This design comes from an exercise in tuning for small area, a short achievable clock period and few clock cycles per item on the open sky130 flow, not from production work. Only simulation tests tie the RTL to the original design; equivalence was not proved.

Setup of 01-12:
==> flow/design.v <==
package dct_pkg;
    typedef logic signed [15:0] coef_t;
    typedef logic signed [15:0] sample_t;
    typedef logic signed [31:0] acc_t;
    localparam int PROD_SHIFT = 8;   
    function automatic coef_t dct_coef(input logic [2:0] k, input logic [2:0] j);
        case ({k, j})
            6'o00: dct_coef = 16'sd1448;
            6'o01: dct_coef = 16'sd2008;
            6'o02: dct_coef = 16'sd1892;
            6'o03: dct_coef = 16'sd1702;
            6'o04: dct_coef = 16'sd1448;
            6'o05: dct_coef = 16'sd1137;
            6'o06: dct_coef = 16'sd783;
            6'o07: dct_coef = 16'sd399;
            6'o10: dct_coef = 16'sd1448;
            6'o11: dct_coef = 16'sd1702;
            6'o12: dct_coef = 16'sd783;
            6'o13: dct_coef = -16'sd399;
            6'o14: dct_coef = -16'sd1448;
            6'o15: dct_coef = -16'sd2008;
            6'o16: dct_coef = -16'sd1892;
            6'o17: dct_coef = -16'sd1137;
            6'o20: dct_coef = 16'sd1448;
            6'o21: dct_coef = 16'sd1137;
            6'o22: dct_coef = -16'sd783;
            6'o23: dct_coef = -16'sd2008;
            6'o24: dct_coef = -16'sd1448;
            6'o25: dct_coef = 16'sd399;
            6'o26: dct_coef = 16'sd1892;
            6'o27: dct_coef = 16'sd1702;
            6'o30: dct_coef = 16'sd1448;
            6'o31: dct_coef = 16'sd399;
            6'o32: dct_coef = -16'sd1892;
            6'o33: dct_coef = -16'sd1137;
            6'o34: dct_coef = 16'sd1448;
            6'o35: dct_coef = 16'sd1702;
            6'o36: dct_coef = -16'sd783;
            6'o37: dct_coef = -16'sd2008;
            6'o40: dct_coef = 16'sd1448;
            6'o41: dct_coef = -16'sd399;
            6'o42: dct_coef = -16'sd1892;
            6'o43: dct_coef = 16'sd1137;
            6'o44: dct_coef = 16'sd1448;
            6'o45: dct_coef = -16'sd1702;
            6'o46: dct_coef = -16'sd783;
            6'o47: dct_coef = 16'sd2008;
            6'o50: dct_coef = 16'sd1448;
            6'o51: dct_coef = -16'sd1137;
            6'o52: dct_coef = -16'sd783;
            6'o53: dct_coef = 16'sd2008;
            6'o54: dct_coef = -16'sd1448;
            6'o55: dct_coef = -16'sd399;
            6'o56: dct_coef = 16'sd1892;
            6'o57: dct_coef = -16'sd1702;
            6'o60: dct_coef = 16'sd1448;
            6'o61: dct_coef = -16'sd1702;
            6'o62: dct_coef = 16'sd783;
            6'o63: dct_coef = 16'sd399;
            6'o64: dct_coef = -16'sd1448;
            6'o65: dct_coef = 16'sd2008;
            6'o66: dct_coef = -16'sd1892;
            6'o67: dct_coef = 16'sd1137;
            6'o70: dct_coef = 16'sd1448;
            6'o71: dct_coef = -16'sd2008;
            6'o72: dct_coef = 16'sd1892;
            6'o73: dct_coef = -16'sd1702;
            6'o74: dct_coef = 16'sd1448;
            6'o75: dct_coef = -16'sd1137;
            6'o76: dct_coef = 16'sd783;
            6'o77: dct_coef = -16'sd399;
            default: dct_coef = '0;
        endcase
    endfunction
    typedef enum logic [1:0] {
        XF_IDLE,
        XF_WAIT_BANK,    
        XF_MAC,
        XF_EMIT
    } xform_state_e;
    typedef enum logic [1:0] {
        FE_IDLE,
        FE_WAIT_BANK,    
        FE_READ,
        FE_DRAIN         
    } fetch_state_e;
endpackage
package sram_map_pkg;
    typedef logic [17:0] sram_addr_t;
    typedef logic [15:0] sram_data_t;
    localparam int BLOCK_DIM = 8;
    localparam int BLOCK_SIZE = 64;
    localparam int SRAM_READ_LATENCY = 2;    
    typedef logic [6:0] buf_addr_t;   
    function automatic sram_addr_t pixel_addr(input logic [31:0] width,
                                              input sram_addr_t prow,
                                              input sram_addr_t pcol);
        sram_addr_t addr;
        addr = pcol;
        for (int b = 0; b < 18; b++) begin
            if (width[b])
                addr = addr + (prow << b);
        end
        pixel_addr = addr;
    endfunction
endpackage
`timescale 1ns/1ps
module idct_stage1_top #(
    parameter int BLOCK_COLS = 40,
    parameter int BLOCK_ROWS = 30,
    parameter int RESULT_BASE = 76800
) (
    input  logic       CLOCK,
    input  logic       Resetn,
    input  logic       start,
    input  logic [15:0] sram_read_data,
    output logic [17:0] sram_address,
    output logic [15:0] sram_write_data,
    output logic       sram_we_n,
    output logic       busy,
    output logic       done
);
    localparam int NSEG = BLOCK_COLS * BLOCK_ROWS * 8;    
    localparam int SEG_W = 14;
    localparam int WOFS = RESULT_BASE / 8 - 1;            
    logic [3:0] fc;                  
    logic [SEG_W-1:0] seg;           
    logic wr_on;                     
    logic [3:0] fc_n;
    logic [SEG_W-1:0] seg_n;
    logic [14:0] wseg;
    logic [2:0] kord;
    logic we;                        
    assign fc_n = fc + 4'd1;
    assign seg_n = (fc == 4'd15) ? seg + 1'b1 : seg;
    assign wseg = 15'(seg) + 15'(WOFS);
    assign sram_we_n = !we;
    always_comb begin
        case (fc_n[2:0])
            3'd0: kord = 3'd0;
            3'd1: kord = 3'd1;
            3'd2: kord = 3'd3;
            3'd3: kord = 3'd2;
            3'd4: kord = 3'd7;
            3'd5: kord = 3'd6;
            3'd6: kord = 3'd4;
            default: kord = 3'd5;
        endcase
    end
    always_ff @(posedge CLOCK or negedge Resetn) begin
        if (!Resetn) begin
            busy <= 1'b0;
            done <= 1'b0;
            we <= 1'b0;
        end else begin
            done <= 1'b0;
            we <= 1'b0;
            if (!busy) begin
                if (start)
                    busy <= 1'b1;
            end else begin
                we <= fc_n[3] && wr_on;
                if (fc == 4'd14 && seg == SEG_W'(NSEG)) begin
                    busy <= 1'b0;
                    done <= 1'b1;
                end
            end
        end
    end
    always_ff @(posedge CLOCK) begin
        if (!busy) begin
            fc <= 4'd0;
            seg <= '0;
            wr_on <= 1'b0;
            sram_address <= '0;
        end else begin
            fc <= fc_n;
            seg <= seg_n;
            if (fc == 4'd15)
                wr_on <= 1'b1;
            if (fc_n[3])
                sram_address <= {wseg, fc_n[2:0]};
            else
                sram_address <= {1'b0, seg_n, kord};
        end
    end
    logic signed [15:0] s_in, s_d1;
    logic s_vld;
    assign s_vld = (fc >= 4'd2) && (fc <= 4'd9);
    always_ff @(posedge CLOCK) begin
        s_in <= s_vld ? sram_read_data : 16'd0;
        s_d1 <= s_in;
    end
    logic signed [15:0] q1;
    logic signed [17:0] q3;
    logic signed [18:0] q5;
    logic signed [19:0] q15;
    always_ff @(posedge CLOCK) begin
        q1  <= s_d1;
        q3  <= (18'(s_d1) <<< 1) + 18'(s_d1);
        q5  <= (19'(s_d1) <<< 2) + 19'(s_d1);
        q15 <= (20'(s_d1) <<< 4) - 20'(s_d1);
    end
    logic signed [24:0] p399;
    logic signed [25:0] p783, p851;
    logic signed [26:0] p1137;
    logic signed [23:0] p251, p181;
    logic signed [24:0] p473;
    assign p399  = (25'(q3) <<< 7) + 25'(q15);
    assign p783  = (26'(q3) <<< 8) + 26'(q15);
    assign p1137 = (27'(q1) <<< 10) + (27'(q1) <<< 7) - 27'(q15);
    assign p251  = (24'(q1) <<< 8) - 24'(q5);
    assign p473  = (25'(q15) <<< 5) - (25'(q1) <<< 3) + 25'(q1);
    assign p181  = (24'(q15) <<< 4) - (24'(q15) <<< 2) + 24'(q1);
    assign p851  = (26'(q3) <<< 8) + (26'(q5) <<< 4) + 26'(q3);
    logic signed [18:0] f1448, f2008, f1892, f1702, f1137;
    logic signed [17:0] f783;
    logic signed [16:0] f399;
    logic z5, z6, z7, z8;        
    always_ff @(posedge CLOCK) begin
        f1448 <= 19'(p181 >>> 5);
        f2008 <= 19'(p251 >>> 5);
        f1892 <= 19'(p473 >>> 6);
        f1702 <= 19'(p851 >>> 7);
        f1137 <= 19'(p1137 >>> 8);
        f783  <= 18'(p783 >>> 8);
        f399  <= 17'(p399 >>> 8);
        z5 <= (q1[4:0] == 5'd0);
        z6 <= (q1[5:0] == 6'd0);
        z7 <= (q1[6:0] == 7'd0);
        z8 <= (q1[7:0] == 8'd0);
    end
    logic ld;                    
    logic [7:0] neg_n, pos_n;    
    logic [7:0] neg, pos;
    always_comb begin
        case (fc)
            4'd6:  neg_n = 8'b01101011;
            4'd7:  neg_n = 8'b00111010;
            4'd8:  neg_n = 8'b01011000;
            4'd9:  neg_n = 8'b00001111;
            4'd10: neg_n = 8'b01100100;
            4'd11: neg_n = 8'b00110101;
            4'd12: neg_n = 8'b01010111;
            default: neg_n = 8'b00000000;
        endcase
        pos_n = (fc == 4'd5) ? 8'b00000000 : ~neg_n;
    end
    always_ff @(posedge CLOCK) begin
        neg <= neg_n;
        pos <= pos_n;
        ld <= (fc == 4'd5);
    end
    logic signed [21:0] rz, ry, re, rf, ra, rb, rc, rd;
    function automatic logic signed [21:0] acc_step(input logic signed [21:0] prev,
                                                    input logic p,
                                                    input logic n,
                                                    input logic signed [18:0] f,
                                                    input logic z);
        logic [22:0] t;
        t = {(prev & {22{p | n}}), 1'b1} + {(22'(f) ^ {22{n}}), n & z};
        acc_step = t[22:1];
    endfunction
    always_ff @(posedge CLOCK) begin
        rz <= acc_step(rz, pos[7], neg[7], f1448, z5);
        ry <= acc_step(ry, pos[6], neg[6], f1448, z5);
        re <= acc_step(rf, pos[5], neg[5], f1892, z6);
        rf <= acc_step(re, pos[4], neg[4], 19'(f783), z8);
        ra <= acc_step(rc, pos[3], neg[3], f2008, z5);
        rb <= acc_step(ra, pos[2], neg[2], f1702, z7);
        rc <= acc_step(rd, pos[1], neg[1], f1137, z8);
        rd <= acc_step(rb, pos[0], neg[0], 19'(f399), z8);
    end
    logic [16:0] ch [8];
    function automatic logic [16:0] pack(input logic signed [21:0] v);
        pack = {v[21], (v[21:15] != {7{v[21]}}), v[14:0]};
    endfunction
    always_ff @(posedge CLOCK) begin
        if (ld) begin
            ch[0] <= pack(rz);
            ch[1] <= pack(rc);
            ch[2] <= pack(rf);
            ch[3] <= pack(ra);
            ch[4] <= pack(ry);
            ch[5] <= pack(rd);
            ch[6] <= pack(re);
            ch[7] <= pack(rb);
        end else begin
            for (int e = 0; e < 7; e++)
                ch[e] <= ch[e+1];
            ch[7] <= ch[7];
        end
        sram_write_data <= {ch[0][16], ch[0][15] ? {15{!ch[0][16]}} : ch[0][14:0]};
    end
endmodule
export LEC_CHECK = 0
export CAP_MARGIN = 20
export CORE_MARGIN = 2
export CORE_UTILIZATION = 40
export CTS_CLUSTER_DIAMETER = 120
export CTS_CLUSTER_SIZE = 24
export SLEW_MARGIN = 20
create_clock -name core_clock -period 12.0 [get_ports {CLOCK}]
standard.sh (not shown) runs the stock make flow with config.mk's settings and CLKGATE_MAP_FILE= SYNTH_SCRIPT=/design/flow/synth_recipe.tcl, a recipe that flattens the netlist after the stock synthesis.
==> flow/flow/run.sh <==
#!/bin/bash
set -euo pipefail
export BUFFER_PORTS_ARGS="-buffer_cell sky130_fd_sc_hd__buf_4"
export SETUP_SLACK_MARGIN=8.45
bash standard.sh > standard.log 2>&1
01-12: done, clean on timing, DRC and antenna
Testbench counts of 01-12, summed over its fixed seeds: cycles 614,468, pictures 4.
#### Input delta (03-17 over 01-12)
--- a/flow/design.v
+++ b/flow/design.v
@@ -133,7 +133,7 @@
     logic we;                        
     assign fc_n = fc + 4'd1;
     assign seg_n = (fc == 4'd15) ? seg + 1'b1 : seg;
-    assign wseg = 15'(seg) + 15'(WOFS);
+    assign wseg = 15'(seg) + 15'(WOFS) + 15'(fc == 4'd14);
     assign sram_we_n = !we;
     always_comb begin
         case (fc_n[2:0])
@@ -159,8 +159,8 @@
                 if (start)
                     busy <= 1'b1;
             end else begin
-                we <= fc_n[3] && wr_on;
-                if (fc == 4'd14 && seg == SEG_W'(NSEG)) begin
+                we <= fc_n[3] && ((fc == 4'd14) ? (seg != SEG_W'(NSEG)) : wr_on);
+                if (fc == 4'd13 && seg == SEG_W'(NSEG)) begin
                     busy <= 1'b0;
                     done <= 1'b1;
                 end
@@ -271,10 +271,12 @@
         rc <= acc_step(rd, pos[1], neg[1], f1137, z8);
         rd <= acc_step(rb, pos[0], neg[0], 19'(f399), z8);
     end
-    logic [16:0] ch [8];
+    logic [16:0] ch [7];
+    logic [16:0] wsrc;
     function automatic logic [16:0] pack(input logic signed [21:0] v);
         pack = {v[21], (v[21:15] != {7{v[21]}}), v[14:0]};
     endfunction
+    assign wsrc = (fc == 4'd14) ? pack(rb) : ch[0];
     always_ff @(posedge CLOCK) begin
         if (ld) begin
             ch[0] <= pack(rz);
@@ -284,12 +286,11 @@
             ch[4] <= pack(ry);
             ch[5] <= pack(rd);
             ch[6] <= pack(re);
-            ch[7] <= pack(rb);
         end else begin
-            for (int e = 0; e < 7; e++)
+            for (int e = 0; e < 6; e++)
                 ch[e] <= ch[e+1];
-            ch[7] <= ch[7];
-        end
-        sram_write_data <= {ch[0][16], ch[0][15] ? {15{!ch[0][16]}} : ch[0][14:0]};
+            ch[6] <= ch[6];
+        end
+        sram_write_data <= {wsrc[16], wsrc[15] ? {15{!wsrc[16]}} : wsrc[14:0]};
     end
 endmodule
Findings:
Timing, DRC, antenna: 0 failures across 01-12 and 03-17
In the metrics for 01-12 and 03-17, the one carrying the lower cell area after synthesis is 03-17.
03-17 vs 01-12 — met3 wire length climbed by more than 10%
In the metrics for 01-12 and 03-17, the one carrying the higher largest net degree at the start of global routing is 01-12.
Against 01-12, the final cell area of 03-17 is lower.
01-12 -> 03-17: average size of a mapped cell flat
Looking at number of buffers created by CTS, 03-17 sits 2 lower than 01-12 does.
Testbench counts of 03-17, summed over its fixed seeds: cycles 614,464, pictures 4.

## re-timing with driven ports
How much do the figures lean on ideal ports? The routed layouts below were timed once more, with nothing changed but the port constraints. Step 1: set_driving_cell puts a clkbuf_16 on CLOCK and a buf_2 on each other input, an assumption about the parent block. Step 2 also shifts input and output timing later by t, the mid clock arrival at the registers, as if the neighbouring blocks saw the same clock. Three values: ideal ports, drivers, drivers and shift; two values: the first two.
run	t, ns	slack for setup (ns)	worst setup path after step 2	slew at the worst register clock pin (ns)	worst data-port slew with drivers (ns)
01-12	0.711	8.429 / 8.363 / 8.526	register to register	0.11 / 0.11	0.04
03-17	0.682	8.467 / 8.400 / 8.617	register to register	0.11 / 0.11	0.04
After both steps setup and hold are still met in every run listed.
